This design comes from an exercise in tuning for small area, a short achievable clock period and few clock cycles per item on the open sky130 flow, not from production work.
Function was checked by simulation only, so behaviour that the tests miss may differ from the original.

<file path="flow/config.mk">
export PLATFORM = sky130hd
export DESIGN_NAME = alu_top
export DESIGN_NICKNAME = alu_top
export VERILOG_FILES = /design/flow/design.v
export SDC_FILE = /design/flow/constraint.sdc
export NUM_CORES = 4
export LEC_CHECK = 0
export CAP_MARGIN = 20
export CORE_MARGIN = 2
export CORE_UTILIZATION = 72
export SLEW_MARGIN = 20
</file>
<file path="flow/constraint.sdc">
create_clock -name core_clock -period 9.5 [get_ports {i_clk}]
set_input_delay 1.9000 -clock core_clock [delete_from_list [all_inputs] [get_ports {i_clk}]]
set_output_delay 1.9000 -clock core_clock [all_outputs]
set_load 0.01 [all_outputs]
</file>
<file path="flow/design.v">
package alu_pkg;
    localparam int DATA_W = 16;
    localparam int FRAC_W = 10;
    typedef logic signed [DATA_W-1:0]   fx_t;
    typedef logic [4:0]                 cnt_t;    
    typedef enum logic [3:0] {
        OP_FXADD = 4'd0,
        OP_FXSUB = 4'd1,
        OP_FXMUL = 4'd2,
        OP_FXMAC = 4'd3,
        OP_CLZ   = 4'd5,
        OP_LRCW  = 4'd6,
        OP_LFSR  = 4'd7
    } op_e;
    typedef struct packed {
        op_e op;
        fx_t a;
        fx_t b;
    } alu_req_t;
    localparam int MUL_STEPS = 4;
endpackage
`timescale 1ns/10ps
module fx_arith (
    input  logic        i_clk,
    input  logic        i_first,   
    input  logic [1:0]  i_step,    
    input  logic        i_addsub,
    input  logic        i_sub,
    input  logic        i_mul,
    input  logic        i_mac,
    input  logic [15:0] i_a,
    input  logic [15:0] i_b,       
    input  logic [3:0]  i_b_in,    
    input  logic [15:0] i_acc,
    output logic [15:0] o_res      
);
    function automatic [15:0] sat22(input logic [21:0] v);
        if (!v[21] && (|v[20:15])) begin
            sat22 = 16'h7FFF;
        end else if (v[21] && !(&v[20:15])) begin
            sat22 = 16'h8000;
        end else begin
            sat22 = v[15:0];
        end
    endfunction
    function automatic [15:0] sat17(input logic [16:0] v);
        if (v[16] != v[15]) begin
            sat17 = {v[16], {15{v[15]}}};
        end else begin
            sat17 = v[15:0];
        end
    endfunction
    function automatic [2:0] booth_enc(input logic [2:0] w);
        booth_enc[0] = w[1] ^ w[0];
        booth_enc[1] = (w[2] & ~w[1] & ~w[0]) | (~w[2] & w[1] & w[0]);
        booth_enc[2] = w[2];
    endfunction
    function automatic [16:0] booth_pp(input logic [2:0] e, input logic [15:0] a);
        logic [16:0] m;
        m = ({17{e[0]}} & {a[15], a}) | ({17{e[1]}} & {a, 1'b0});
        booth_pp = m ^ {17{e[2]}};
    endfunction
    logic [17:0] as_sum;
    logic [16:0] as_res;
    assign as_sum = {i_a[15], i_a[15], i_a, 1'b1} + {i_b[15], i_b[15], i_b, i_sub};
    assign as_res = as_sum[17:1];
    logic [4:0]  win;
    logic [5:0]  enc_q;
    logic [15:0] h_q;       
    logic [7:0]  lo_q;      
    logic [19:0] x;
    logic [19:0] y;
    logic [19:0] hx;
    logic [19:0] cs_s;
    logic [19:0] cs_c;
    logic [20:0] step_sum;
    logic [19:0] sum;
    logic [16:0] pp0;
    logic [16:0] pp1;
    always_comb begin
        if (i_first) begin
            win = {i_b_in, 1'b0};
        end else begin
            case (i_step)
                2'd0:    win = i_b[7:3];
                2'd1:    win = i_b[11:7];
                default: win = i_b[15:11];
            endcase
        end
    end
    always_ff @(posedge i_clk) begin
        enc_q <= {booth_enc(win[4:2]), booth_enc(win[2:0])};
    end
    assign pp0  = booth_pp(enc_q[2:0], i_a);
    assign pp1  = booth_pp(enc_q[5:3], i_a);
    assign hx   = {{4{h_q[15]}}, h_q};
    assign x    = {{3{pp0[16]}}, pp0};
    assign y    = {pp1[16], pp1, enc_q[5], enc_q[5]};
    assign cs_s = hx ^ x ^ y;
    assign cs_c = (hx & x) | (hx & y) | (x & y);
    assign step_sum = {cs_s, 1'b1} + {cs_c[18:0], enc_q[5], enc_q[2]};
    assign sum      = step_sum[20:1];
    always_ff @(posedge i_clk) begin
        if (i_first) begin
            h_q <= '0;
        end else begin
            h_q <= sum[19:4];
        end
        lo_q <= {sum[3:0], lo_q[7:4]};
    end
    logic [21:0] fin_b;
    logic [22:0] fin_sum;
    logic [21:0] fin;
    assign fin_b   = {{6{i_acc[15] & i_mac}}, i_acc & {16{i_mac}}};
    assign fin_sum = {h_q, lo_q[7:2], 1'b1} + {fin_b, lo_q[1]};
    assign fin     = fin_sum[22:1];
    assign o_res = ({16{i_addsub}} & sat17(as_res))
                 | ({16{i_mul}}    & sat22(fin));
endmodule
`timescale 1ns/10ps
module bit_ops #(
    parameter int LFSR_MAX_STEPS = 8
) (
    input  logic        i_clk,
    input  logic        i_first,   
    input  logic [3:0]  i_b_in,    
    input  logic [15:0] i_a_in,    
    output logic [4:0]  o_clz_in,  
    input  logic        i_lrcw,
    input  logic        i_lfsr,    
    input  logic [15:0] i_a,
    input  logic [15:0] i_hi,      
    output logic [15:0] o_res      
);
    function automatic [4:0] clz16(input logic [15:0] v);
        logic [4:0] n;
        n = 5'd16;
        for (int i = 0; i < 16; i++) begin
            if (v[i]) begin
                n = 5'(15 - i);
            end
        end
        clz16 = n;
    endfunction
    function automatic [2:0] pop4(input logic [3:0] v);
        pop4 = {2'd0, v[0]} + {2'd0, v[1]} + {2'd0, v[2]} + {2'd0, v[3]};
    endfunction
    function automatic [4:0] popcount(input logic [15:0] v);
        logic [3:0] lo;
        logic [3:0] hi;
        lo = {1'b0, pop4(v[3:0])} + {1'b0, pop4(v[7:4])};
        hi = {1'b0, pop4(v[11:8])} + {1'b0, pop4(v[15:12])};
        popcount = {1'b0, lo} + {1'b0, hi};
    endfunction
    logic [4:0] n_q;
    always_ff @(posedge i_clk) begin
        if (i_first) begin
            n_q <= {1'b0, i_b_in};
        end else begin
            n_q <= popcount(i_a);
        end
    end
    logic [7:0]  fb;
    logic [15:0] lo;
    logic [15:0] hi;
    logic [30:0] x;
    always_comb begin
        for (int j = 1; j <= 8; j++) begin
            fb[8-j] = i_hi[16-j] ^ i_hi[14-j] ^ i_hi[13-j] ^ i_hi[11-j];
        end
    end
    assign lo = i_lrcw ? ~i_hi : {fb, 8'd0};
    assign hi = i_hi ^ {16{n_q[4]}};
    always_comb begin
        x = {hi, lo[15:1]};
        if (n_q[3]) x = {x[22:0], 8'd0};
        if (n_q[2]) x = {x[26:0], 4'd0};
        if (n_q[1]) x = {x[28:0], 2'd0};
        if (n_q[0]) x = {x[29:0], 1'd0};
    end
    assign o_clz_in = clz16(i_a_in);
    assign o_res    = {16{i_lrcw | i_lfsr}} & x[30:15];
endmodule
`timescale 1ns/10ps
module alu_ctrl (
    input  logic        i_clk,
    input  logic        i_rst_n,
    input  logic        i_req,
    input  logic [3:0]  i_op,         
    input  logic        i_mul,        
    input  logic        i_lrcw,       
    input  logic [15:0] i_arith_res,  
    input  logic [15:0] i_bits_res,   
    input  logic [4:0]  i_clz_in,     
    output logic        o_first,      
    output logic [1:0]  o_step,       
    output logic        o_acc_ok,     
    output logic [15:0] o_acc,
    output logic        o_ack,
    output logic [15:0] o_result
);
    logic        busy_q;
    logic        last_q;     
    logic        ack_q;
    logic [1:0]  step_q;
    logic [15:0] result_q;   
    logic        acc_ok_q;   
    logic        one_cycle;
    logic        is_clz;
    logic        at_once;    
    logic        take_now;
    assign one_cycle = !((i_op == alu_pkg::OP_FXMUL) || (i_op == alu_pkg::OP_FXMAC)
                         || (i_op == alu_pkg::OP_LRCW));
    assign is_clz    = (i_op == alu_pkg::OP_CLZ);
    assign at_once   = !((i_op == alu_pkg::OP_FXADD) || (i_op == alu_pkg::OP_FXSUB)
                         || (i_op == alu_pkg::OP_FXMUL) || (i_op == alu_pkg::OP_FXMAC)
                         || (i_op == alu_pkg::OP_LRCW) || (i_op == alu_pkg::OP_LFSR));
    assign take_now  = !busy_q && !ack_q && i_req && at_once;
    always_ff @(posedge i_clk or negedge i_rst_n) begin
        if (!i_rst_n) begin
            busy_q <= 1'b0;
            last_q <= 1'b0;
            ack_q  <= 1'b0;
            step_q <= 2'd0;
        end else begin
            if (!busy_q) begin
                step_q <= 2'd0;
                if (!ack_q && i_req && at_once) begin
                    ack_q  <= 1'b1;
                end else if (!ack_q && i_req) begin
                    busy_q <= 1'b1;
                    last_q <= one_cycle;
                end else if (ack_q && !i_req) begin
                    ack_q  <= 1'b0;
                end
            end else if (last_q) begin
                busy_q <= 1'b0;
                last_q <= 1'b0;
                ack_q  <= 1'b1;
            end else begin
                step_q <= step_q + 2'd1;
                last_q <= i_lrcw || (step_q == 2'd3);
            end
        end
    end
    always_ff @(posedge i_clk) begin
        if (busy_q && last_q) begin
            result_q <= i_arith_res | i_bits_res;
        end else if (take_now) begin
            result_q <= {11'd0, i_clz_in & {5{is_clz}}};
        end
    end
    always_ff @(posedge i_clk or negedge i_rst_n) begin
        if (!i_rst_n) begin
            acc_ok_q <= 1'b0;
        end else if ((busy_q && last_q) || take_now) begin
            acc_ok_q <= 1'b1;
        end
    end
    assign o_first  = !busy_q;
    assign o_step   = step_q;
    assign o_acc_ok = acc_ok_q;
    assign o_acc    = result_q;
    assign o_result = result_q;
    assign o_ack    = ack_q;
endmodule
`timescale 1ns/10ps
module alu_top #(
    parameter int LFSR_MAX_STEPS = 8
) (
    input  logic     i_clk,
    input  logic     i_rst_n,
    input  logic     i_req,
    input  alu_pkg::alu_req_t i_cmd,
    output logic     o_ack,
    output alu_pkg::fx_t      o_result
);
    logic        f_add, f_sub, f_mul, f_mac, f_lrcw, f_lfsr;
    logic [15:0] a_q;
    logic [15:0] bx_q;      
    logic        first;
    logic [1:0]  step;
    logic [15:0] acc;
    logic        acc_ok;
    logic        f_macc;    
    logic [15:0] arith_res;
    logic [15:0] bits_res;
    logic [4:0]  clz_in;
    always_ff @(posedge i_clk) begin
        f_add  <= (i_cmd.op == alu_pkg::OP_FXADD);
        f_sub  <= (i_cmd.op == alu_pkg::OP_FXSUB);
        f_mul  <= (i_cmd.op == alu_pkg::OP_FXMUL);
        f_mac  <= (i_cmd.op == alu_pkg::OP_FXMAC);
        f_macc <= (i_cmd.op == alu_pkg::OP_FXMAC) && acc_ok;
        f_lrcw <= (i_cmd.op == alu_pkg::OP_LRCW);
        f_lfsr <= (i_cmd.op == alu_pkg::OP_LFSR) && !((|i_cmd.b[15:4]) || (i_cmd.b[3] && (|i_cmd.b[2:0])));
        a_q    <= i_cmd.a;
        if (i_cmd.op == alu_pkg::OP_LFSR) begin
            bx_q <= i_cmd.a;
        end else begin
            bx_q <= i_cmd.b ^ {16{i_cmd.op == alu_pkg::OP_FXSUB}};
        end
    end
    alu_ctrl u_ctrl (
        .i_clk       (i_clk),
        .i_rst_n     (i_rst_n),
        .i_req       (i_req),
        .i_op        (i_cmd.op),
        .i_mul       (f_mul | f_mac),
        .i_lrcw      (f_lrcw),
        .i_arith_res (arith_res),
        .i_bits_res  (bits_res),
        .i_clz_in    (clz_in),
        .o_first     (first),
        .o_step      (step),
        .o_acc_ok    (acc_ok),
        .o_acc       (acc),
        .o_ack       (o_ack),
        .o_result    (o_result)
    );
    fx_arith u_fx_arith (
        .i_clk   (i_clk),
        .i_first (first),
        .i_step  (step),
        .i_addsub(f_add | f_sub),
        .i_sub   (f_sub),
        .i_mul   (f_mul | f_mac),
        .i_mac   (f_macc),
        .i_a     (a_q),
        .i_b     (bx_q),
        .i_b_in  (i_cmd.b[3:0]),
        .i_acc   (acc),
        .o_res   (arith_res)
    );
    bit_ops #(
        .LFSR_MAX_STEPS (LFSR_MAX_STEPS)
    ) u_bit_ops (
        .i_clk   (i_clk),
        .i_first (first),
        .i_b_in  (i_cmd.b[3:0]),
        .i_a_in  (i_cmd.a),
        .o_clz_in(clz_in),
        .i_lrcw  (f_lrcw),
        .i_lfsr  (f_lfsr),
        .i_a     (a_q),
        .i_hi    (bx_q),
        .o_res   (bits_res)
    );
endmodule
</file>
<file path="flow/flow/run.sh">
#!/bin/bash
# Standard layout, with the timing repair aiming further below the clock
# period and small port buffers.
set -euo pipefail
bash standard.sh SETUP_SLACK_MARGIN=5.8 "BUFFER_PORTS_ARGS=-buffer_cell sky130_fd_sc_hd__buf_1" finish > standard_flow.log 2>&1
</file>
<file path="flow/standard.sh">
#!/bin/bash
# synth_recipe.tcl (not shown) runs the flow's synth.tcl, then flattens the netlist and writes it again
# the make line also repeats each setting of config.mk as NAME=value (left out here)
make -C /OpenROAD-flow-scripts/flow DESIGN_CONFIG=/design/flow/config.mk WORK_HOME=/design/flow/orfs CLKGATE_MAP_FILE= SYNTH_SCRIPT=/design/flow/synth_recipe.tcl "${@:-finish}"
</file>
==> key figures, run 1 <==
Status
  – Status: no timing/DRC/antenna violations

Die
  – DIE AREA: 0.01399 mm^2
  – Die Width: 118.3 um
  – Io pins: 56
  – Starting Density: 74.24%
  – Core Area: 0.01267 mm^2
  – Row cnt: 41
  – Die Ht: 118.3 um

GRT
  – Largest net degree at the start of global routing: 34
  – Initial antenna violation count: 0
  – Vias in the first global route: 7953
  – First-pass GRT wire length: 42.42 mm
  – Total gr overflow: 0
  – Global Route Usage Sum: 38.55%

Critical path
  – Critical R2R Launch: a_q[4]
  – Required @ worst endpoint: 9.78 ns
  – Reg-to-Reg End: u_fx_arith.h_q[15]
  – R2R cell count: 12
  – Crit end category: flip-flop
  – WS Path Type: reg2reg
  – Worst EP arrival: 3.97 ns
  – Max incr delay on CP: 0.49 ns
  – Maximum fanout along the worst path: 6
  – Reg-to-reg setup timing slack: 5.81 ns
  – Worst setup SP type: flip-flop
  – CP max stage cell: fa_1
  – CP cell instances: a22oi_1 > xnor2_1 > fa_1 > ha_4 > and3_1 > or3b_2 > o211ai_1 > a31oi_1 > o21bai_1 > a21o_1 > a31oi_4 > o311ai_1

Yosys
  – Simple-Gate Fraction of Synth Area: 14.03%
  – Yosys top cell area share: 15.54%
  – Register area share after synthesis: 22.24%
  – Multiplexer share of the synthesized area: 5.227%
  – Mapped Nets: 1230
  – Main combinational cell family by area after synthesis: compound AO/OA/AOI/OAI gates
  – Synthesized area per cell: 8.662 um^2
  – Adder-Cell Fraction of Synth Area: 16.44%
  – Syn Inst Count: 1086
  – Post-synth ARST share: 6.316%
  – Compound-Gate Fraction of Synth Area: 24.62%
  – Synth cell types: 79
  – Synth Register Bits: 95
  – Post-synth EDFFs: 16
  – Yosys warning total: 4
  – Synth Cell Area: 0.009407 mm^2
  – Top post-synthesis cells by area: dfxtp_1, ha_1, xnor2_1, fa_1, edfxtp_1
  – Post-Synth XOR/XNOR Area: 12.78%
  – Top FF cell, synth: dfxtp_1
  – Yosys top cell by area: dfxtp_1

Routing
  – Vias/cell: 6.721
  – Final WL: 27.33 mm
  – Routed len/inst: 21.10 um
  – Final ANT Viol Nets: 0
  – Via count: 8704
  – Detailed-router iteration count before antenna repair: 6
  – DRC: 0
  – Initial DRC count: 979

Place
  – Routability congestion estimate: 0.9830
  – Post-placement cell count: 1265
  – Port-buffer cells: 55
  – DP HPWL: 19.96 mm
  – DP Worst Slack: 5.181 ns
  – Placed Area: 0.009671 mm^2

Final layout
  – Post-route non-filler standard cell count: 1295
  – Fraction of layout instances using a drive strength above 1: 12.82%
  – Fill cells: 833
  – Fin util: 82.14%
  – Final net count: 1262
  – Finished layout cell area: 0.01041 mm^2
  – Multi-input gate area: 0.007158 mm^2
  – Diodes inserted: 0
  – Area growth, synth to finish: 10.64%
  – FF/Latch Area: 0.002147 mm^2

Timing
  – Fin Clk Skew: 0.01100 ns
  – Hold slack: 0.3889 ns
  – Slew HR: 36.14%
  – Setup WS post-layout: 5.807 ns
  – Final period util: 38.88%
  – Worst-Margin Slew: 0.9568 ns
  – Final Hold Vio Count: 0
  – Maximum clock frequency: 270.8 MHz
  – Final Setup Violations: 0
  – Max-slew violations: 0
  – Sum Neg Setup Slack: 0 ns
  – Crit path time final: 3.693 ns
  – RSZ-0062 raised after global routing: yes

Worst hold path
  – Hold Path Origin: u_fx_arith.lo_q[5]
  – Hold Path Depth: 0
  – Hold WC Path Type: reg2reg
  – Hold Crit Endpoint: u_fx_arith.lo_q[1]

Flow run
  – Max-cap violations: 0

Clocking
  – Num Clock Sinks: 95
  – Worst-Skew Late Latency: 0.37 ns
  – Clock-pin transition on the worst setup and hold timing paths: 0.08 ns
  – CTS root buffer: clkbuf_16
  – CTS tree: done
  – Max Buffers Root-to-Sink: 2
  – # H-tree levels: 3
  – CTS Buf Count: 9
[how the worst max path moves through the flow]
stage                                    from                   to  cells after the start
after detailed placement               f_macc  u_ctrl.result_q[12]                     11
after floorplan           u_fx_arith.enc_q[0]   u_fx_arith.h_q[15]                     14
after global placement                 f_macc  u_ctrl.result_q[12]                     11
after global routing                   a_q[3]   u_fx_arith.h_q[15]                     13
final                                  a_q[4]   u_fx_arith.h_q[15]                     12
after CTS                 u_fx_arith.enc_q[3]   u_fx_arith.h_q[13]                     13
[cell families after synthesis]
kind of cell	count (synthesis)
mux	44
simple gates	272
flops	95
xor+xnor	124
compound gates	333
buf+inv	113
fa+ha+maj	105
[registers in the layout, indices dropped and copies added, names as in the netlist, 2 cells and up]
signal and cells:
a_q 16, bx_q 16, u_bit_ops.n_q 5, u_ctrl.result_q 16, u_ctrl.step_q 2, u_fx_arith.enc_q 6
u_fx_arith.h_q 16, u_fx_arith.lo_q 7
[cells in the final DEF (no fill, tap or decap), types with 22 or more instances in the layout]
master,n
ha_1,64
fa_1,30
a21o_1,33
inv_1,58
and2_1,22
buf_1,55
mux2i_1,30
a21oi_1,77
nand2_1,61
xnor2_1,83
nor2_1,89
a22oi_1,33
dfxtp_1,47
xor2_1,32
o21ai_0,45
nor3_1,23
[timing repair]
item | in CTS | in global routing
hold buffers | 0 | 0
endpoints found under the setup margin | 24 | 20
buffers inserted | 4 | 10
pin swaps | 2 | 12
gates resized for setup | 30 | 62
[metal layers]
metal | wire [um] | GRT usage [%] | up-vias
met5 | 0 | 0 | -
met4 | 1453 | 18.30 | 0
met3 | 2547 | 6.419 | 111
met2 | 12400 | 61.45 | 547
met1 | 10930 | 51.06 | 4036
li1 | - | - | 4010
[synth_stat cells (all sizes together), types with 9 or more instances]
| master | n |
|---|---|
| and3 | 11 |
| o211ai | 10 |
| clkbuf | 42 |
| a21o | 34 |
| mux2i | 30 |
| edfxtp | 16 |
| fa | 31 |
| o2111ai | 12 |
| o21a | 14 |
| inv | 61 |
| a211oi | 10 |
| nor3 | 24 |
| a31oi | 21 |
| a22oi | 36 |
| buf | 9 |
| xnor2 | 84 |
| ha | 74 |
| xor2 | 32 |
| nand2 | 61 |
| and2 | 22 |
| nand3 | 15 |
| a21oi | 78 |
| o21bai | 16 |
| nor2 | 89 |
| nor4 | 9 |
| mux2 | 11 |
| o21ai | 57 |
| dfxtp | 73 |
[worst max-delay path, delay by kind of cell (launching register included)]
family	cells	cell delay, ns
flops	1	0.38
compound gates	7	1.53
simple gates	2	0.69
xor+xnor	1	0.18
fa+ha+maj	2	0.81
[cell type report]
class | instances | area share, %
multi-input cells | 878 | 68.78
flip-flops and latches | 95 | 20.63
repair buffers | 72 | 3.210
clock buffers | 10 | 2.404
inverters | 62 | 2.236
well taps | 172 | 2.068
clock inverters | 6 | 0.6732
Testbench counts, summed over its fixed seeds: cycles 21,608, ops 4,800.
==> run 2: changes to the inputs <==
--- a/flow/config.mk
+++ b/flow/config.mk
@@ -9,3 +9,3 @@
 export CORE_MARGIN = 2
-export CORE_UTILIZATION = 72
+export CORE_UTILIZATION = 65
 export SLEW_MARGIN = 20
==> key figures, run 2 <==
Status
  – Status: no timing/DRC/antenna violations (unchanged)

Yosys
  – Synth Cell Area: 0.009407 mm^2 (unchanged)
  – Synth cell count leaders: nor2_1, xnor2_1, a21oi_1 (unchanged)
  – Yosys top cell area share: 15.54% (unchanged)
  – Count leader, synth: nor2_1 (unchanged)
  – Register area share after synthesis: 22.24% (unchanged)
  – Post-synth EDFFs: 16 (unchanged)
  – Post-synth ARST share: 6.316% (unchanged)
  – Synth Register Bits: 95 (unchanged)
  – Top post-synthesis cells by area: dfxtp_1, ha_1, xnor2_1, fa_1, edfxtp_1 (unchanged)
  – Yosys warning total: 4 (unchanged)
  – Synth cell types: 79 (unchanged)
  – Mapped Nets: 1230 (unchanged)
  – Top FF cell, synth: dfxtp_1 (unchanged)
  – Syn Inst Count: 1086 (unchanged)
  – Yosys top cell by area: dfxtp_1 (unchanged)
  – Synthesized area per cell: 8.662 um^2 (unchanged)

Die
  – Die Ht: 124.3 um (was 118.3 um)
  – DIE AREA: 0.01545 mm^2 (was 0.01399 mm^2)
  – Row cnt: 43 (was 41)
  – Io pins: 56 (unchanged)
  – Die Width: 124.3 um (was 118.3 um)
  – Starting Density: 67.25% (was 74.24%)
  – Core Area: 0.01399 mm^2 (was 0.01267 mm^2)

Routing
  – DRC: 0 (unchanged)
  – Final WL: 26.82 mm (was 27.33 mm)
  – Via count: 8460 (was 8704)
  – Vias/cell: 6.453 (was 6.721)
  – Detailed-router iteration count before antenna repair: 7 (was 6)
  – Initial DRC count: 712 (was 979)
  – Routed len/inst: 20.45 um (was 21.10 um)
  – Final ANT Viol Nets: 0 (unchanged)

Final layout
  – Commonest cells after routing, fill and taps aside: nor2_1, xnor2_1, a21oi_1 (unchanged)
  – Final net count: 1270 (was 1262)
  – Most common cell after layout, fill and taps aside: nor2_1 (unchanged)
  – Fill cells: 1091 (was 833)
  – FF/Latch Area: 0.002151 mm^2 (was 0.002147 mm^2)
  – Post-route non-filler standard cell count: 1311 (was 1295)
  – Fin util: 74.64% (was 82.14%)
  – Diodes inserted: 0 (unchanged)
  – Fraction of layout instances using a drive strength above 1: 12.73% (was 12.82%)
  – Multi-input gate area: 0.007148 mm^2 (was 0.007158 mm^2)
  – Area growth, synth to finish: 11.00% (was 10.64%)

Clocking
  – Max Buffers Root-to-Sink: 2 (unchanged)
  – Clock-pin transition on the worst setup and hold timing paths: 0.08 ns (about the same)
  – Worst-Skew Late Latency: 0.36 ns (was 0.37 ns)
  – Num Clock Sinks: 95 (unchanged)
  – CTS Hold Bufs: 0 (unchanged)
  – CTS Buf Count: 9 (unchanged)
  – # H-tree levels: 3 (unchanged)
  – CTS tree: done (unchanged)
  – CTS root buffer: clkbuf_16 (unchanged)

Timing
  – RSZ-0062 raised after global routing: yes (unchanged)
  – Slew HR: 34.38% (was 36.14%)
  – Hold slack: 0.3558 ns (was 0.3889 ns)
  – Final Setup Violations: 0 (unchanged)
  – Worst-Margin Slew: 0.9833 ns (was 0.9568 ns)
  – Final period util: 37.89% (was 38.88%)
  – Crit path time final: 3.599 ns (was 3.693 ns)
  – Final Hold Vio Count: 0 (unchanged)
  – Maximum clock frequency: 277.8 MHz (was 270.8 MHz)
  – Max-slew violations: 0 (unchanged)
  – Fin Clk Skew: 0.01520 ns (was 0.01100 ns)
  – Sum Neg Setup Slack: 0 ns (unchanged)

Critical path
  – Max incr delay on CP: 0.49 ns (about the same)
  – WS Path Type: reg2reg (unchanged)
  – Maximum fanout along the worst path: 6 (unchanged)
  – Worst setup SP type: flip-flop (unchanged)
  – Reg-to-reg setup timing slack: 5.90 ns (was 5.81 ns)
  – CP cell instances: a22oi_1 > xnor2_1 > fa_1 > ha_4 > and3_1 > or3b_2 > o211ai_1 > a31oi_2 > o21bai_1 > a21o_1 > a31oi_4 > o311ai_1 (was a22oi_1 > xnor2_1 > fa_1 > ha_4 > and3_1 > or3b_2 > o211ai_1 > a31oi_1 > o21bai_1 > a21o_1 > a31oi_4 > o311ai_1)
  – CP max stage cell: fa_1 (unchanged)
  – Crit path max-delay family: compound AO/OA/AOI/OAI gates (unchanged)
  – Worst Path Buf+Inv: 0 (unchanged)
  – Crit end category: flip-flop (unchanged)
  – Worst EP arrival: 3.88 ns (was 3.97 ns)
  – Required @ worst endpoint: 9.78 ns (about the same)

Place
  – Routability congestion estimate: 0.9670 (was 0.9830)
  – DP HPWL: 20.37 mm (was 19.96 mm)
  – Port-buffer cells: 55 (unchanged)
  – Post-placement cell count: 1276 (was 1265)

Worst hold path
  – Hold WC Path Type: reg2reg (unchanged)

GRT
  – Initial antenna violation count: 0 (unchanged)
  – Largest net degree at the start of global routing: 34 (unchanged)
  – Vias in the first global route: 7860 (was 7953)
  – First-pass GRT wire length: 41.43 mm (was 42.42 mm)
  – Global Route Usage Sum: 33.75% (was 38.55%)
  – Total gr overflow: 0 (unchanged)

Flow run
  – Max-cap violations: 0 (unchanged)
## run 2: cell counts after synthesis
Identical to the previous run, type by type.
## run 2: metrics by stage
stage	instance area [um^2]	setup slack, ns
2_1_floorplan	9415	5.824
3_3_place_gp	9703	5.290
3_5_place_dp	9703	5.142
4_1_cts	10080	5.814
5_1_grt	10440	5.716
6_report	10440	5.901
## run 2: repair_timing
action,4_1_cts,5_1_grt
gates resized for setup,28,59
gates cloned,0,0
endpoints found under the setup margin,21,21
setup buffers,4,15
pin swaps,2,16
## run 2: worst reg2reg max path: cells and delay by family, from the launching register on
| kind | cells | cell delay, ns |
|---|---|---|
| xor+xnor | 1 | 0.20 |
| fa+ha+maj | 2 | 0.80 |
| simple gates | 2 | 0.67 |
| compound gates | 7 | 1.38 |
| flops | 1 | 0.46 |
## run 2: layout make-up
type,instances,share of cell area [%]
Tap cell,180,2.157
Clock inverter,5,0.4074
Timing Repair Buffer,80,3.918
Clock buffer,11,2.229
Multi-Input combinational cell,878,68.46
Inverter,62,2.229
Sequential cell,95,20.60
## run 2: cell families after synthesis
| family | after synthesis | synth area share, % |
|---|---|---|
| DFF | 95 | 22.24 |
| muxes | 44 | 5.227 |
| AOI/OAI and AO/OA | 333 | 24.62 |
| buffers and inverters | 113 | 4.655 |
| adders and majority gates | 105 | 16.44 |
| and+or+nand+nor | 272 | 14.03 |
| xor gates and xnor gates | 124 | 12.78 |
## run 2: final timing paths
check | from | cells after the start | end
worst min register to register | u_fx_arith.lo_q[5] | 0 | u_fx_arith.lo_q[1]
min in group asynchronous | i_rst_n | 1 | u_ctrl.ack_q
worst max register to register | a_q[6] | 12 | u_fx_arith.h_q[15]
max in group asynchronous | i_rst_n | 1 | u_ctrl.step_q[1]
worst max-delay path | a_q[6] | 12 | u_fx_arith.h_q[15]
worst min-delay path | u_fx_arith.lo_q[5] | 0 | u_fx_arith.lo_q[1]
## run 2: routing by layer
metal  up-vias  track usage, %  share of wire [%]
met1      3950           45.96                 43
met3        76           4.682                7.4
li1       4033               -                  -
met4         0           14.67                4.1
met2       401           53.78                 45
met5         -               0                  0
==> run 3: changes to the inputs <==
--- a/flow/design.v
+++ b/flow/design.v
@@ -144,11 +144,22 @@
     endfunction
-    function automatic [2:0] pop4(input logic [3:0] v);
-        pop4 = {2'd0, v[0]} + {2'd0, v[1]} + {2'd0, v[2]} + {2'd0, v[3]};
+    function automatic [1:0] fa(input logic x, input logic y, input logic z);
+        fa = {(x & y) | (x & z) | (y & z), x ^ y ^ z};
     endfunction
     function automatic [4:0] popcount(input logic [15:0] v);
-        logic [3:0] lo;
-        logic [3:0] hi;
-        lo = {1'b0, pop4(v[3:0])} + {1'b0, pop4(v[7:4])};
-        hi = {1'b0, pop4(v[11:8])} + {1'b0, pop4(v[15:12])};
-        popcount = {1'b0, lo} + {1'b0, hi};
+        logic [1:0] a1, a2, a3, a4, a5, b6, b7, b8, b9, c10, c11, c12, c13, c14;
+        a1  = fa(v[0], v[1], v[2]);
+        a2  = fa(v[3], v[4], v[5]);
+        a3  = fa(v[6], v[7], v[8]);
+        a4  = fa(v[9], v[10], v[11]);
+        a5  = fa(v[12], v[13], v[14]);
+        b6  = fa(a1[0], a2[0], a3[0]);            
+        b7  = fa(a4[0], a5[0], v[15]);            
+        b8  = fa(a1[1], a2[1], a3[1]);            
+        b9  = fa(a4[1], a5[1], 1'b0);             
+        c10 = fa(b6[0], b7[0], 1'b0);             
+        c11 = fa(b6[1], b7[1], b8[0]);            
+        c12 = fa(b8[1], b9[1], c11[1]);           
+        c13 = fa(b9[0], c10[1], c11[0]);          
+        c14 = fa(c12[0], c13[1], 1'b0);           
+        popcount = {c12[1] & c14[1], c12[1] ^ c14[1], c14[0], c13[0], c10[0]};
     endfunction
==> flow/flow/run.sh (replaced) <==
#!/bin/bash
# Standard layout, with the timing repair aiming further below the clock
# period and small port buffers.
set -euo pipefail
bash standard.sh SETUP_SLACK_MARGIN=6.0 "BUFFER_PORTS_ARGS=-buffer_cell sky130_fd_sc_hd__buf_1" finish > standard_flow.log 2>&1
==> key figures, run 3 <==
Clocking
  – CTS Hold Bufs: 0 (unchanged)
  – CTS root buffer: clkbuf_16 (unchanged)
  – CTS Buf Count: 9 (unchanged)
  – Worst-Skew Late Latency: 0.36 ns (about the same)
  – Num Clock Sinks: 95 (unchanged)
  – CTS tree: done (unchanged)
  – Clock-pin transition on the worst setup and hold timing paths: 0.06 ns (was 0.08 ns)
  – # H-tree levels: 3 (unchanged)
  – Max Buffers Root-to-Sink: 2 (unchanged)

Die
  – Die Ht: 124.7 um (was 124.3 um)
  – Row cnt: 44 (was 43)
  – DIE AREA: 0.01555 mm^2 (was 0.01545 mm^2)
  – Starting Density: 65.91% (was 67.25%)
  – Core Area: 0.01437 mm^2 (was 0.01399 mm^2)
  – Io pins: 56 (unchanged)
  – Die Width: 124.7 um (was 124.3 um)

Yosys
  – Synth Register Bits: 95 (unchanged)
  – Yosys warning total: 4 (unchanged)
  – Syn Inst Count: 1108 (was 1086)
  – Post-synth ARST share: 6.316% (unchanged)
  – Simple-Gate Fraction of Synth Area: 15.85% (was 14.03%)
  – Adder-Cell Fraction of Synth Area: 15.48% (was 16.44%)
  – Synth cell types: 80 (was 79)
  – Count leader, synth: nor2_1 (unchanged)
  – Synthesized area per cell: 8.547 um^2 (was 8.662 um^2)
  – Yosys top cell area share: 15.43% (was 15.54%)
  – Register area share after synthesis: 22.09% (was 22.24%)
  – Compound-Gate Fraction of Synth Area: 22.80% (was 24.62%)
  – Post-Synth XOR/XNOR Area: 13.90% (was 12.78%)
  – Mapped Nets: 1245 (was 1230)
  – Post-synth EDFFs: 16 (unchanged)
  – Yosys top cell by area: dfxtp_1 (unchanged)
  – Main combinational cell family by area after synthesis: compound AO/OA/AOI/OAI gates (unchanged)
  – Synth cell count leaders: nor2_1, xnor2_1, a21oi_1 (unchanged)
  – Top post-synthesis cells by area: dfxtp_1, ha_1, xnor2_1, fa_1, edfxtp_1 (unchanged)
  – Synth Cell Area: 0.009470 mm^2 (was 0.009407 mm^2)
  – Top FF cell, synth: dfxtp_1 (unchanged)
  – Multiplexer share of the synthesized area: 5.245% (was 5.227%)

Timing
  – Worst-Margin Slew: 1.067 ns (was 0.9833 ns)
  – RSZ-0062 raised after global routing: yes (unchanged)
  – Sum Neg Setup Slack: 0 ns (unchanged)
  – Max-slew violations: 0 (unchanged)
  – Fin Clk Skew: 0.01345 ns (was 0.01520 ns)
  – Maximum clock frequency: 280.8 MHz (was 277.8 MHz)
  – Crit path time final: 3.562 ns (was 3.599 ns)
  – Final Hold Vio Count: 0 (unchanged)
  – Final period util: 37.49% (was 37.89%)
  – Slew HR: 28.77% (was 34.38%)
  – Final Setup Violations: 0 (unchanged)

Critical path
  – Required @ worst endpoint: 9.69 ns (was 9.78 ns)
  – Worst Path Buf+Inv: 0 (unchanged)
  – Max incr delay on CP: 0.44 ns (was 0.49 ns)
  – Maximum fanout along the worst path: 5 (was 6)
  – WS Path Type: reg2reg (unchanged)
  – CP max stage cell: a2111o_1 (was fa_1)
  – Crit path max-delay family: compound AO/OA/AOI/OAI gates (unchanged)
  – Worst setup SP type: flip-flop (unchanged)
  – Worst EP arrival: 3.75 ns (was 3.88 ns)
  – Crit end category: flip-flop (unchanged)
  – CP cell instances: ha_4 > o21a_1 > a2111o_1 > a21oi_2 > o211ai_1 > a21o_1 > a21oi_2 > nor2b_2 > nor3_2 > mux2_4 > ha_4 > or3_4 > o32ai_4 > nor4_2 > o2111ai_1 (was a22oi_1 > xnor2_1 > fa_1 > ha_4 > and3_1 > or3b_2 > o211ai_1 > a31oi_2 > o21bai_1 > a21o_1 > a31oi_4 > o311ai_1)

Final layout
  – Fraction of layout instances using a drive strength above 1: 13.45% (was 12.73%)
  – Multi-input gate area: 0.007281 mm^2 (was 0.007148 mm^2)
  – Post-route non-filler standard cell count: 1344 (was 1311)
  – Finished layout cell area: 0.01066 mm^2 (was 0.01044 mm^2)
  – Diodes inserted: 0 (unchanged)
  – FF/Latch Area: 0.002153 mm^2 (was 0.002151 mm^2)
  – Commonest cells after routing, fill and taps aside: nor2_1, xnor2_1, nand2_1 (was nor2_1, xnor2_1, a21oi_1)
  – Fill cells: 1134 (was 1091)
  – Final net count: 1294 (was 1270)
  – Most common cell after layout, fill and taps aside: nor2_1 (unchanged)
  – Area growth, synth to finish: 12.56% (was 11.00%)

Routing
  – Final WL: 27.91 mm (was 26.82 mm)
  – Routed len/inst: 20.77 um (was 20.45 um)
  – Vias/cell: 6.554 (was 6.453)
  – Final ANT Viol Nets: 0 (unchanged)
  – Detailed-router iteration count before antenna repair: 5 (was 7)
  – Initial DRC count: 839 (was 712)
  – DRC: 0 (unchanged)
  – Via count: 8809 (was 8460)

Place
  – Routability congestion estimate: 1.002 (was 0.9670)
  – Port-buffer cells: 55 (unchanged)
  – DP HPWL: 20.64 mm (was 20.37 mm)
  – Post-placement cell count: 1298 (was 1276)
  – Placed Area: 0.009766 mm^2 (was 0.009703 mm^2)

Worst hold path
  – Hold WC Path Type: reg2reg (unchanged)

GRT
  – Total gr overflow: 0 (unchanged)
  – Initial antenna violation count: 0 (unchanged)
  – Vias in the first global route: 8069 (was 7860)
  – First-pass GRT wire length: 43.32 mm (was 41.43 mm)
  – Largest net degree at the start of global routing: 43 (was 34)
  – Global Route Usage Sum: 35.26% (was 33.75%)

Flow run
  – Max-cap violations: 0 (unchanged)

Status
  – Status: no timing/DRC/antenna violations (unchanged)
==> run 3: cell types whose count changed in the layout (fill, tap and decap cells not counted), sizes merged, moves of 8 or more <==
cell    before  now
nand2b       7   17
buf         80   91
ha          74   66
nand2       61   72
inv         64   51
a21o        34   20
xor2        32   50
==> run 3: what timing repair did <==
action | in CTS | in global routing
endpoints found under the setup margin | 28 | 28
buffers inserted | 20 | 9
pin swaps | 19 | 29
cloned | 1 | 1
resized for setup | 36 | 65
==> run 3: worst paths after layout <==
kind | start | end | slack [ns] | cells after the start
min in group asynchronous | i_rst_n | u_ctrl.last_q | 1.44 | 1
max in group asynchronous | i_rst_n | u_ctrl.ack_q | 7.78 | 1
max | bx_q[1] | u_ctrl.result_q[3] | 5.94 | 15
min reg2reg | u_fx_arith.lo_q[5] | u_fx_arith.lo_q[1] | 0.37 | 0
max reg2reg | bx_q[1] | u_ctrl.result_q[3] | 5.94 | 15
min | u_fx_arith.lo_q[5] | u_fx_arith.lo_q[1] | 0.37 | 0
==> run 3: cell type report <==
cell class | instances | share of cell area (%)
clock buffer | 10 | 2.148
clock inverter | 4 | 0.4577
tap | 184 | 2.160
timing repair buffer | 91 | 4.941
multi-input combinational | 909 | 68.30
sequential | 95 | 20.20
inverter | 51 | 1.796
==> run 3: logic make-up after synthesis <==
| logic type | after synthesis |
|---|---|
| adders and majority gates | 98 |
| AOI/OAI and AO/OA | 316 |
| DFF | 95 |
| buffers and inverters | 106 |
| and+or+nand+nor | 309 |
| xor gates and xnor gates | 137 |
| muxes | 47 |
==> run 3: per-stage QoR <==
stage | setup WS [ns] | utilization, % | hold slack [ns]
after floorplan | 6.017 | - | 0.3345
after global placement | 5.647 | 67.96 | 0.3544
after detailed placement | 5.572 | 67.96 | 0.3576
after CTS | 5.913 | 72.04 | 0.3663
after global routing | 5.870 | 74.19 | 0.3785
final | 5.938 | 74.19 | 0.3652
==> run 3: layer usage <==
metal / GRT usage (%) / vias up / wire (um)
met5: 0 / - / 0
met1: 49.85 / 4190 / 11800
met3: 4.940 / 65 / 2360
met2: 54.84 / 449 / 12770
li1: - / 4105 / -
met4: 13.55 / 0 / 982
Testbench counts of run 3, summed over its fixed seeds: cycles 21,608, ops 4,800.
==> run 4: changes to the inputs <==
--- a/flow/config.mk
+++ b/flow/config.mk
@@ -7,2 +7,3 @@
 export LEC_CHECK = 0
+export ABC_AREA = 1
 export CAP_MARGIN = 20
==> key figures, run 4 <==
Die
  – Starting Density: 66.06% (was 65.91%)
  – Core Area: 0.01509 mm^2 (was 0.01437 mm^2)
  – Io pins: 56 (unchanged)
  – Die Ht: 127.8 um (was 124.7 um)
  – Row cnt: 45 (was 44)
  – DIE AREA: 0.01634 mm^2 (was 0.01555 mm^2)
  – Die Width: 127.8 um (was 124.7 um)

Worst hold path
  – Hold Path Depth: 0 (unchanged)
  – Hold Crit Endpoint: u_fx_arith.lo_q[2] (was u_fx_arith.lo_q[1])
  – Hold Path Origin: u_fx_arith.lo_q[6] (was u_fx_arith.lo_q[5])
  – Hold WC Path Type: reg2reg (unchanged)

GRT
  – Total gr overflow: 0 (unchanged)
  – Global Route Usage Sum: 36.65% (was 35.26%)
  – Largest net degree at the start of global routing: 34 (was 43)
  – Vias in the first global route: 9227 (was 8069)
  – Initial antenna violation count: 0 (unchanged)
  – First-pass GRT wire length: 46.94 mm (was 43.32 mm)

Timing
  – Crit path time final: 3.302 ns (was 3.562 ns)
  – Slew HR: 42.25% (was 28.77%)
  – Final period util: 34.76% (was 37.49%)
  – RSZ-0062 raised after global routing: no (was yes)
  – Final Setup Violations: 0 (unchanged)
  – Final Hold Vio Count: 0 (unchanged)
  – Fin Clk Skew: 0.01335 ns (was 0.01345 ns)
  – Maximum clock frequency: 302.8 MHz (was 280.8 MHz)
  – Max-slew violations: 0 (unchanged)
  – Sum Neg Setup Slack: 0 ns (unchanged)
  – Worst-Margin Slew: 0.8583 ns (was 1.067 ns)

Critical path
  – Reg-to-reg setup timing slack: 6.20 ns (was 5.94 ns)
  – WS Path Type: reg2reg (unchanged)
  – Crit end category: flip-flop (unchanged)
  – R2R cell count: 15 (unchanged)
  – Maximum fanout along the worst path: 6 (was 5)
  – Reg-to-Reg End: u_ctrl.result_q[0] (was u_ctrl.result_q[3])
  – Worst setup SP type: flip-flop (unchanged)
  – Worst EP arrival: 3.40 ns (was 3.75 ns)
  – Critical R2R Launch: bx_q[7] (was bx_q[1])
  – Required @ worst endpoint: 9.60 ns (was 9.69 ns)

Final layout
  – Final net count: 1692 (was 1294)
  – Diodes inserted: 0 (unchanged)
  – Fin util: 70.02% (was 74.19%)
  – Most common cell after layout, fill and taps aside: nand2_1 (was nor2_1)
  – Commonest cells after routing, fill and taps aside: nand2_1, inv_1, nand3_1 (was nor2_1, xnor2_1, nand2_1)
  – Area growth, synth to finish: 5.987% (was 12.56%)
  – Fraction of layout instances using a drive strength above 1: 4.298% (was 13.45%)

Yosys
  – Post-synth EDFFs: 16 (unchanged)
  – Yosys warning total: 4 (unchanged)
  – Register area share after synthesis: 20.99% (was 22.09%)
  – Post-synth ARST share: 6.316% (unchanged)
  – Synth Cell Area: 0.009968 mm^2 (was 0.009470 mm^2)
  – Yosys top cell area share: 14.66% (was 15.43%)
  – Synth cell count leaders: nand2_1, inv_1, nand3_1 (was nor2_1, xnor2_1, a21oi_1)
  – Mapped Nets: 1669 (was 1245)
  – Synth cell types: 54 (was 80)
  – Synthesized area per cell: 6.507 um^2 (was 8.547 um^2)
  – Count leader, synth: nand2_1 (was nor2_1)
  – Yosys top cell by area: dfxtp_1 (unchanged)
  – Syn Inst Count: 1532 (was 1108)
  – Synth Register Bits: 95 (unchanged)
  – Top post-synthesis cells by area: dfxtp_1, nand2_1, nand3_1, ha_1, inv_1 (was dfxtp_1, ha_1, xnor2_1, fa_1, edfxtp_1)
  – Top FF cell, synth: dfxtp_1 (unchanged)

Clocking
  – Num Clock Sinks: 95 (unchanged)
  – CTS Buf Count: 9 (unchanged)
  – Max Buffers Root-to-Sink: 2 (unchanged)
  – Worst-Skew Late Latency: 0.35 ns (was 0.36 ns)
  – CTS tree: done (unchanged)
  – CTS root buffer: clkbuf_16 (unchanged)
  – # H-tree levels: 3 (unchanged)
  – Clock-pin transition on the worst setup and hold timing paths: 0.08 ns (was 0.06 ns)
  – CTS Hold Bufs: 0 (unchanged)

Place
  – Routability congestion estimate: 0.9840 (was 1.002)
  – DP HPWL: 23.78 mm (was 20.64 mm)
  – Port-buffer cells: 55 (unchanged)

Status
  – Status: no timing/DRC/antenna violations (unchanged)

Routing
  – Via count: 10107 (was 8809)
  – DR top layer: met4 (unchanged)
  – Detailed-router iteration count before antenna repair: 6 (was 5)
  – Routed wl met2: 12.97 mm (was 12.77 mm)
  – Final ANT Viol Nets: 0 (unchanged)
  – DRC: 0 (unchanged)
  – Vias/cell: 5.785 (was 6.554)
  – Routed len/inst: 16.84 um (was 20.77 um)
  – Final WL: 29.42 mm (was 27.91 mm)
  – Met3 wire length: 1.930 mm (was 2.360 mm)
  – M1 wire length: 12.92 mm (was 11.80 mm)
  – Initial DRC count: 1105 (was 839)

Flow run
  – Max-cap violations: 0 (unchanged)
run 4: cell types whose count changed after synthesis, sizes merged, moves of 36 or more:
| cell | delta |
|---|---|
| nand2 | +273 |
| inv | +170 |
| nand3 | +155 |
| xnor2 | -57 |
| nor2 | +46 |
| o21ai | +36 |
run 4: how the worst max path moves through the flow:
stage | start | endpoint | slack (ns) | cells past startpoint
after floorplan | u_fx_arith.enc_q[2] | u_fx_arith.h_q[11] | 6.36 | 15
after global placement | i_cmd[32] | u_ctrl.result_q[4] | 5.83 | 9
after detailed placement | u_fx_arith.enc_q[2] | u_fx_arith.h_q[14] | 5.79 | 17
after CTS | bx_q[1] | u_ctrl.result_q[1] | 6.09 | 20
after global routing | u_fx_arith.enc_q[0] | u_fx_arith.h_q[11] | 5.99 | 16
final | bx_q[7] | u_ctrl.result_q[0] | 6.20 | 15
run 4: cell families (layout without fill, tap and decap cells):
group,count (synthesis),count (layout),share of synthesized area [%]
adder cells (fa/ha/maj),98,98,14.71
buffers and inverters,272,299,10.91
AO/OA/AOI/OAI,266,266,14.84
AND/OR/NAND/NOR,709,709,30.38
multiplexers,1,1,0.1130
flip-flops,95,95,20.99
XOR/XNOR,91,91,8.071
run 4: layer usage:
| layer | vias up | track usage (%) |
|---|---|---|
| li1 | 5063 | - |
| met1 | 4530 | 49.75 |
| met2 | 428 | 58.07 |
| met3 | 86 | 3.881 |
| met4 | 0 | 18.94 |
| met5 | - | 0 |
run 4: stage by stage:
| step | worst slack (ns) | std cells | hold WS, ns | instance area, um^2 |
|---|---|---|---|---|
| after floorplan | 6.360 | 1532 | 0.3345 | 9968 |
| after global placement | 5.832 | 1727 | 0.4010 | 10170 |
| after detailed placement | 5.789 | 1727 | 0.3965 | 10170 |
| after CTS | 6.091 | 1742 | 0.4014 | 10450 |
| after global routing | 5.990 | 1747 | 0.3972 | 10570 |
| final | 6.198 | 1747 | 0.3984 | 10570 |
run 4: what timing repair did:
action,4_1_cts,5_1_grt
gates resized for setup,2,26
setup buffers,0,4
setup endpoints to repair,7,22
hold endpoints to repair,0,0
pin swaps,0,1
cloned,0,1
run 4: critical path, stage by stage, from the launching register on:
cell and delay [ns]:
dfxtp_1 0.61, ha_1 0.40, a21oi_1 0.31, o21ai_0 0.20, a21oi_1 0.22, nand2_1 0.09, nand2_1 0.06, a22o_1 0.15
ha_2 0.35, nor2_1 0.13, nor2_1 0.05, nand2_1 0.14, o21a_1 0.14, nand2_1 0.05, nand2_1 0.05, nand2_1 0.08
run 4: cell type report:
| class | instances | area [um^2] |
|---|---|---|
| clock buffers | 9 | 225.2 |
| clock inverters | 6 | 51.30 |
| fillers | 1363 | 4524 |
| inverters | 222 | 852.1 |
| multi-input cells | 1165 | 6833 |
| flip-flops and latches | 95 | 2110 |
| well taps | 188 | 235.2 |
| repair buffers | 61 | 251.5 |
| repair inverters | 1 | 7.507 |
==> run 5: changes to the inputs <==
==> flow/flow/run.sh (replaced) <==
#!/bin/bash
# Standard layout, with the timing repair aiming further below the clock
# period and small port buffers.
set -euo pipefail
bash standard.sh SETUP_SLACK_MARGIN=5.6 "BUFFER_PORTS_ARGS=-buffer_cell sky130_fd_sc_hd__buf_1" finish > standard_flow.log 2>&1
--- a/flow/config.mk
+++ b/flow/config.mk
@@ -7,3 +7,2 @@
 export LEC_CHECK = 0
-export ABC_AREA = 1
 export CAP_MARGIN = 20
==> key figures, run 5 <==
Timing
  – Final Setup Violations: 0 (unchanged)
  – Worst-Margin Slew: 1.041 ns (was 0.8583 ns)
  – RSZ-0062 raised after global routing: no (unchanged)
  – Slew HR: 30.50% (was 42.25%)
  – Setup WS post-layout: 5.723 ns (was 6.198 ns)
  – Final period util: 39.76% (was 34.76%)
  – Sum Neg Setup Slack: 0 ns (unchanged)
  – Final Hold Vio Count: 0 (unchanged)
  – Fin Clk Skew: 0.008491 ns (was 0.01335 ns)
  – Max-slew violations: 0 (unchanged)
  – Maximum clock frequency: 264.7 MHz (was 302.8 MHz)
  – Crit path time final: 3.777 ns (was 3.302 ns)

Critical path
  – R2R cell count: 15 (unchanged)
  – WS Path Type: reg2reg (unchanged)
  – Worst EP arrival: 3.98 ns (was 3.40 ns)
  – Required @ worst endpoint: 9.70 ns (was 9.60 ns)
  – Worst setup SP type: flip-flop (unchanged)
  – Reg-to-reg setup timing slack: 5.72 ns (was 6.20 ns)
  – Crit end category: flip-flop (unchanged)
  – Critical R2R Launch: bx_q[9] (was bx_q[7])
  – Reg-to-Reg End: u_ctrl.result_q[3] (was u_ctrl.result_q[0])
  – Maximum fanout along the worst path: 16 (was 6)
  – Worst setup startpoint: bx_q[9] (was bx_q[7])

Status
  – Status: no timing/DRC/antenna violations (unchanged)

Yosys
  – Mapped Nets: 1245 (was 1669)
  – Yosys top cell area share: 15.43% (was 14.66%)
  – Synthesized area per cell: 8.547 um^2 (was 6.507 um^2)
  – Yosys top cell by area: dfxtp_1 (unchanged)
  – Register area share after synthesis: 22.09% (was 20.99%)
  – Synth cell types: 80 (was 54)
  – Top FF cell, synth: dfxtp_1 (unchanged)
  – Top post-synthesis cells by area: dfxtp_1, ha_1, xnor2_1, fa_1, edfxtp_1 (was dfxtp_1, nand2_1, nand3_1, ha_1, inv_1)
  – Synth Cell Area: 0.009470 mm^2 (was 0.009968 mm^2)
  – Synth cell count leaders: nor2_1, xnor2_1, a21oi_1 (was nand2_1, inv_1, nand3_1)
  – Post-synth EDFFs: 16 (unchanged)
  – Syn Inst Count: 1108 (was 1532)
  – Count leader, synth: nor2_1 (was nand2_1)
  – Synth Register Bits: 95 (unchanged)
  – Post-synth ARST share: 6.316% (unchanged)
  – Yosys warning total: 4 (unchanged)

Die
  – Io pins: 56 (unchanged)
  – Die Ht: 124.7 um (was 127.8 um)
  – Core Area: 0.01437 mm^2 (was 0.01509 mm^2)
  – Starting Density: 65.91% (was 66.06%)
  – Row cnt: 44 (was 45)
  – Die Width: 124.7 um (was 127.8 um)
  – DIE AREA: 0.01555 mm^2 (was 0.01634 mm^2)

Clocking
  – Max Buffers Root-to-Sink: 2 (unchanged)
  – Worst-Skew Late Latency: 0.36 ns (was 0.35 ns)
  – CTS tree: done (unchanged)
  – Clock-pin transition on the worst setup and hold timing paths: 0.07 ns (was 0.08 ns)
  – CTS root buffer: clkbuf_16 (unchanged)
  – Num Clock Sinks: 95 (unchanged)
  – # H-tree levels: 3 (unchanged)
  – CTS Buf Count: 9 (unchanged)

Final layout
  – Commonest cells after routing, fill and taps aside: nor2_1, xnor2_1, a21oi_1 (was nand2_1, inv_1, nand3_1)
  – Final net count: 1268 (was 1692)
  – Area growth, synth to finish: 7.518% (was 5.987%)
  – Most common cell after layout, fill and taps aside: nor2_1 (was nand2_1)
  – Diodes inserted: 0 (unchanged)
  – Fraction of layout instances using a drive strength above 1: 7.570% (was 4.298%)
  – Finished layout cell area: 0.01018 mm^2 (was 0.01057 mm^2)
  – Post-route non-filler standard cell count: 1320 (was 1747)

Place
  – DP HPWL: 20.72 mm (was 23.78 mm)
  – Placed Area: 0.009746 mm^2 (was 0.01017 mm^2)
  – Post-placement cell count: 1300 (was 1727)
  – DP Worst Slack: 5.251 ns (was 5.789 ns)
  – Routability congestion estimate: 0.9486 (was 0.9840)
  – Port-buffer cells: 55 (unchanged)

Routing
  – Vias/cell: 6.411 (was 5.785)
  – Final ANT Viol Nets: 0 (unchanged)
  – Detailed-router iteration count before antenna repair: 5 (was 6)
  – Initial DRC count: 747 (was 1105)
  – Routed len/inst: 20.13 um (was 16.84 um)
  – DRC: 0 (unchanged)
  – Via count: 8462 (was 10107)
  – Final WL: 26.57 mm (was 29.42 mm)

GRT
  – Global Route Usage Sum: 34.42% (was 36.65%)
  – Vias in the first global route: 7923 (was 9227)
  – Largest net degree at the start of global routing: 43 (was 34)
  – Total gr overflow: 0 (unchanged)
  – First-pass GRT wire length: 42.35 mm (was 46.94 mm)
  – Initial antenna violation count: 1 (was 0)

Worst hold path
  – Hold Path Depth: 0 (unchanged)
  – Hold WC Path Type: reg2reg (unchanged)
  – Hold Crit Endpoint: u_fx_arith.lo_q[2] (unchanged)
  – Hold Path Origin: u_fx_arith.lo_q[6] (unchanged)

Flow run
  – Max-cap violations: 0 (unchanged)
## run 5: changes by cell type in the layout (fill, tap and decap cells not counted), sizes merged, moves of 19 or more
cell / change
o22ai: -26
xnor2: +57
nor2: -46
a21oi: -25
o21ai: -36
a22oi: +35
nand2: -273
xor2: -19
inv: -166
mux2i: +35
nand3: -155
## run 5: worst max-delay path by stage
stage / endpoint / slack (ns)
floorplan: u_ctrl.result_q[3] / 5.85
global placement: u_ctrl.result_q[0] / 5.37
detailed placement: u_ctrl.result_q[9] / 5.25
CTS: u_ctrl.result_q[10] / 5.62
global route: u_ctrl.result_q[3] / 5.56
finish: u_ctrl.result_q[3] / 5.72
## run 5: layout make-up
class,count,area [um^2]
clock buffer,9,225.2
clock inverter,7,62.56
fill,1187,4187
inverter,51,191.4
multi-input combinational,907,7042
sequential,95,2110
tap,184,230.2
timing repair buffer,67,321.6
## run 5: critical path, cell delays in order, from the launching register on
cell and delay (ns):
dfxtp_1 0.63, ha_1 0.37, and4_1 0.23, and3_1 0.18, a21oi_1 0.11, o211ai_1 0.16, a21o_1 0.22, a21oi_2 0.17
nor2b_1 0.07, nor3_2 0.17, mux2_4 0.19, ha_4 0.24, or3_4 0.41, o32ai_2 0.26, nor4_1 0.10, o2111ai_1 0.10
## run 5: per-layer routing
| metal | track usage, % | up-vias | wire length, um |
|---|---|---|---|
| li1 | - | 4070 | - |
| met1 | 48.26 | 3973 | 11670 |
| met2 | 55.00 | 370 | 12130 |
| met3 | 4.510 | 47 | 2048 |
| met4 | 11.70 | 2 | 711 |
| met5 | 0 | - | 11 |
## run 5: metrics by stage
stage	hold slack, ns	utilization [%]
4_1_cts	0.3576	70.16
3_5_place_dp	0.3425	67.82
5_1_grt	0.3767	70.86
6_report	0.3575	70.86
3_3_place_gp	0.3451	67.82
2_1_floorplan	0.3345	-
## run 5: cell families (layout without fill, tap and decap cells)
family | count (synthesis) | in the layout | share of synthesized area (%)
compound gates | 316 | 316 | 22.80
simple gates | 309 | 309 | 15.85
xor+xnor | 137 | 137 | 13.90
buf+inv | 106 | 134 | 4.624
fa+ha+maj | 98 | 98 | 15.48
flops | 95 | 95 | 22.09
mux | 47 | 47 | 5.245
## run 5: repair_timing
action                     in CTS  in global routing
hold buffers                    0                  0
buffers inserted                0                  4
pin swaps                       0                  6
setup endpoints to repair      15                 25
gates resized for setup        12                 13
gates cloned                    0                  0
==> run 6: changes to the inputs <==
==> flow/flow/run.sh (replaced) <==
#!/bin/bash
# Standard layout, with the timing repair aiming further below the clock
# period and small port buffers.
set -euo pipefail
bash standard.sh SETUP_SLACK_MARGIN=5.8 "BUFFER_PORTS_ARGS=-buffer_cell sky130_fd_sc_hd__buf_1" finish > standard_flow.log 2>&1
==> key figures, run 6 <==
Place
  – DP Worst Slack: 5.251 ns (unchanged)
  – DP HPWL: 20.72 mm (unchanged)
  – Placed Area: 0.009746 mm^2 (unchanged)
  – Port-buffer cells: 55 (unchanged)
  – Routability congestion estimate: 0.9486 (unchanged)

Clocking
  – CTS tree: done (unchanged)
  – # H-tree levels: 3 (unchanged)
  – CTS root buffer: clkbuf_16 (unchanged)
  – CTS Buf Count: 9 (unchanged)
  – Max Buffers Root-to-Sink: 2 (unchanged)
  – Num Clock Sinks: 95 (unchanged)
  – Worst-Skew Late Latency: 0.36 ns (about the same)
  – Clock-pin transition on the worst setup and hold timing paths: 0.08 ns (was 0.07 ns)

Timing
  – Final period util: 37.74% (was 39.76%)
  – Slew HR: 30.99% (was 30.50%)
  – Max-slew violations: 0 (unchanged)
  – Sum Neg Setup Slack: 0 ns (unchanged)
  – Setup WS post-layout: 5.914 ns (was 5.723 ns)
  – Maximum clock frequency: 278.9 MHz (was 264.7 MHz)
  – Fin Clk Skew: 0.009549 ns (was 0.008491 ns)
  – Final Hold Vio Count: 0 (unchanged)
  – Crit path time final: 3.586 ns (was 3.777 ns)
  – RSZ-0062 raised after global routing: yes (was no)
  – Worst-Margin Slew: 1.034 ns (was 1.041 ns)
  – Final Setup Violations: 0 (unchanged)

Yosys
  – Register area share after synthesis: 22.09% (unchanged)
  – Yosys top cell area share: 15.43% (unchanged)
  – Count leader, synth: nor2_1 (unchanged)
  – Yosys top cell by area: dfxtp_1 (unchanged)
  – Synth Register Bits: 95 (unchanged)
  – Top FF cell, synth: dfxtp_1 (unchanged)
  – Synthesized area per cell: 8.547 um^2 (unchanged)
  – Post-synth EDFFs: 16 (unchanged)
  – Post-synth ARST share: 6.316% (unchanged)
  – Syn Inst Count: 1108 (unchanged)
  – Synth cell count leaders: nor2_1, xnor2_1, a21oi_1 (unchanged)
  – Mapped Nets: 1245 (unchanged)
  – Synth cell types: 80 (unchanged)
  – Synth Cell Area: 0.009470 mm^2 (unchanged)
  – Top post-synthesis cells by area: dfxtp_1, ha_1, xnor2_1, fa_1, edfxtp_1 (unchanged)
  – Yosys warning total: 4 (unchanged)

Die
  – Core Area: 0.01437 mm^2 (unchanged)
  – Io pins: 56 (unchanged)
  – Die Width: 124.7 um (unchanged)
  – Row cnt: 44 (unchanged)
  – Die Ht: 124.7 um (unchanged)
  – DIE AREA: 0.01555 mm^2 (unchanged)
  – Starting Density: 65.91% (unchanged)

Final layout
  – Finished layout cell area: 0.01030 mm^2 (was 0.01018 mm^2)
  – Commonest cells after routing, fill and taps aside: nor2_1, xnor2_1, a21oi_1, nand2_1, ha_1 (was nor2_1, xnor2_1, a21oi_1)
  – FF/Latch Area: 0.002121 mm^2 (was 0.002110 mm^2)
  – Fill cells: 1176 (was 1187)
  – Diodes inserted: 0 (unchanged)
  – Fin util: 71.66% (was 70.86%)
  – Final net count: 1274 (was 1268)
  – Most common cell after layout, fill and taps aside: nor2_1 (unchanged)
  – Fraction of layout instances using a drive strength above 1: 8.757% (was 7.570%)
  – Area growth, synth to finish: 8.733% (was 7.518%)
  – Multi-input gate area: 0.007101 mm^2 (was 0.007042 mm^2)

Routing
  – Vias/cell: 6.425 (was 6.411)
  – Initial DRC count: 744 (was 747)
  – DRC: 0 (unchanged)
  – Detailed-router iteration count before antenna repair: 5 (unchanged)
  – Routed len/inst: 20.13 um (about the same)
  – Final WL: 26.70 mm (was 26.57 mm)
  – Final ANT Viol Nets: 0 (unchanged)
  – Via count: 8520 (was 8462)

Status
  – Status: no timing/DRC/antenna violations (unchanged)

Critical path
  – WS Path Type: reg2reg (unchanged)
  – R2R cell count: 15 (unchanged)
  – Required @ worst endpoint: 9.70 ns (about the same)
  – Maximum fanout along the worst path: 4 (was 16)
  – Critical R2R Launch: a_q[0] (was bx_q[9])
  – Worst setup SP type: flip-flop (unchanged)
  – Worst Setup EP: u_ctrl.result_q[2] (was u_ctrl.result_q[3])
  – Worst EP arrival: 3.78 ns (was 3.98 ns)
  – Reg-to-Reg End: u_ctrl.result_q[2] (was u_ctrl.result_q[3])
  – Crit end category: flip-flop (unchanged)
  – Reg-to-reg setup timing slack: 5.91 ns (was 5.72 ns)
  – Worst setup startpoint: a_q[0] (was bx_q[9])

GRT
  – Total gr overflow: 0 (unchanged)
  – Vias in the first global route: 7989 (was 7923)
  – Global Route Usage Sum: 34.74% (was 34.42%)
  – First-pass GRT wire length: 42.71 mm (was 42.35 mm)
  – Largest net degree at the start of global routing: 43 (unchanged)
  – Initial antenna violation count: 1 (unchanged)

Flow run
  – Max-cap violations: 0 (unchanged)

Worst hold path
  – Hold WC Path Type: reg2reg (unchanged)
-- run 6: through the flow --
step                      instances  hold slack [ns]
after detailed placement       1300           0.3425
after floorplan                1108           0.3345
final                          1326           0.3579
after global placement         1300           0.3451
after CTS                      1321           0.3576
after global routing           1326           0.3767
-- run 6: cell families after synthesis --
family / Yosys count / synth area share, %
AOI/OAI and AO/OA: 316 / 22.80
xor gates and xnor gates: 137 / 13.90
adders and majority gates: 98 / 15.48
buffers and inverters: 106 / 4.624
DFF: 95 / 22.09
muxes: 47 / 5.245
and+or+nand+nor: 309 / 15.85
-- run 6: critical path, stage by stage (launching register included) --
cell and delay, ns:
dfxtp_4 0.37, ha_4 0.24, a211o_1 0.27, a2111o_1 0.41, a21oi_2 0.18, o211ai_1 0.15
a21o_1 0.22, a21oi_2 0.17, nor2b_1 0.07, nor3_2 0.11, mux2_4 0.19, ha_4 0.22
or3_4 0.41, o221ai_2 0.20, a31oi_1 0.06, o2111ai_1 0.14
-- run 6: worst min path at each step --
stage,from,end,slack [ns],cells after the start
after detailed placement,u_fx_arith.lo_q[6],u_fx_arith.lo_q[2],0.34,0
after global placement,u_fx_arith.lo_q[6],u_fx_arith.lo_q[2],0.35,0
final,u_fx_arith.lo_q[6],u_fx_arith.lo_q[2],0.36,0
after CTS,u_fx_arith.lo_q[6],u_fx_arith.lo_q[2],0.36,0
after floorplan,u_fx_arith.lo_q[5],u_fx_arith.lo_q[1],0.33,0
after global routing,u_fx_arith.lo_q[5],u_fx_arith.lo_q[1],0.38,0
-- run 6: layout make-up --
class / count / area share [%]
well taps: 184 / 2.236
multi-input cells: 907 / 68.95
clock buffers: 9 / 2.187
repair buffers: 73 / 3.560
flip-flops and latches: 95 / 20.60
clock inverters: 7 / 0.6075
inverters: 51 / 1.859
-- run 6: per-layer routing --
metal	vias to the layer above	track usage, %	part of all wire, %	wire (um)
li1	4077	-	-	-
met4	2	11.76	2.8	751
met1	4037	48.07	44	11660
met5	-	0	0.041	11
met2	349	55.80	46	12160
met3	55	5.198	7.9	2111
-- run 6: what timing repair did --
item	in CTS	in global routing
pin swaps	9	8
endpoints found under the setup margin	22	25
resized for setup	20	19
endpoints found under the hold margin	0	0
buffers inserted	5	5
hold buffers	0	0

port drivers added, routing unchanged:
Ports are ideal in the flow. The routed layouts listed here were re-timed in OpenROAD.
Step 1: set_driving_cell puts a clkbuf_16 on i_clk and a buf_2 on each other input, an assumption about the parent block.
Step 2 times the ports against the registers' clock, not the clock port: input delays grow and output delays shrink by t, the midpoint of the rising clock arrivals with the driver on.
a / b / c = no drivers / after step 1 / after step 2; a / b = the first two.
| run | t, ns | setup WS [ns] | worst slew at a driven data input, ns |
|---|---|---|---|
| run 1 | 0.411 | 5.807 / 5.807 / 5.723 | 0.04 |
| run 2 | 0.403 | 5.901 / 5.901 / 5.643 | 0.04 |
| run 3 | 0.395 | 5.938 / 5.938 / 5.607 | 0.05 |
| run 4 | 0.395 | 6.198 / 6.198 / 5.984 | 0.03 |
| run 5 | 0.401 | 5.723 / 5.723 / 5.606 | 0.05 |
| run 6 | 0.400 | 5.914 / 5.914 / 5.633 | 0.04 |
After both steps setup and hold are still met in every run listed. For run 3, which loses most, drivers alone change the setup slack by 0.000 ns; drivers and shift together by -0.331 ns.
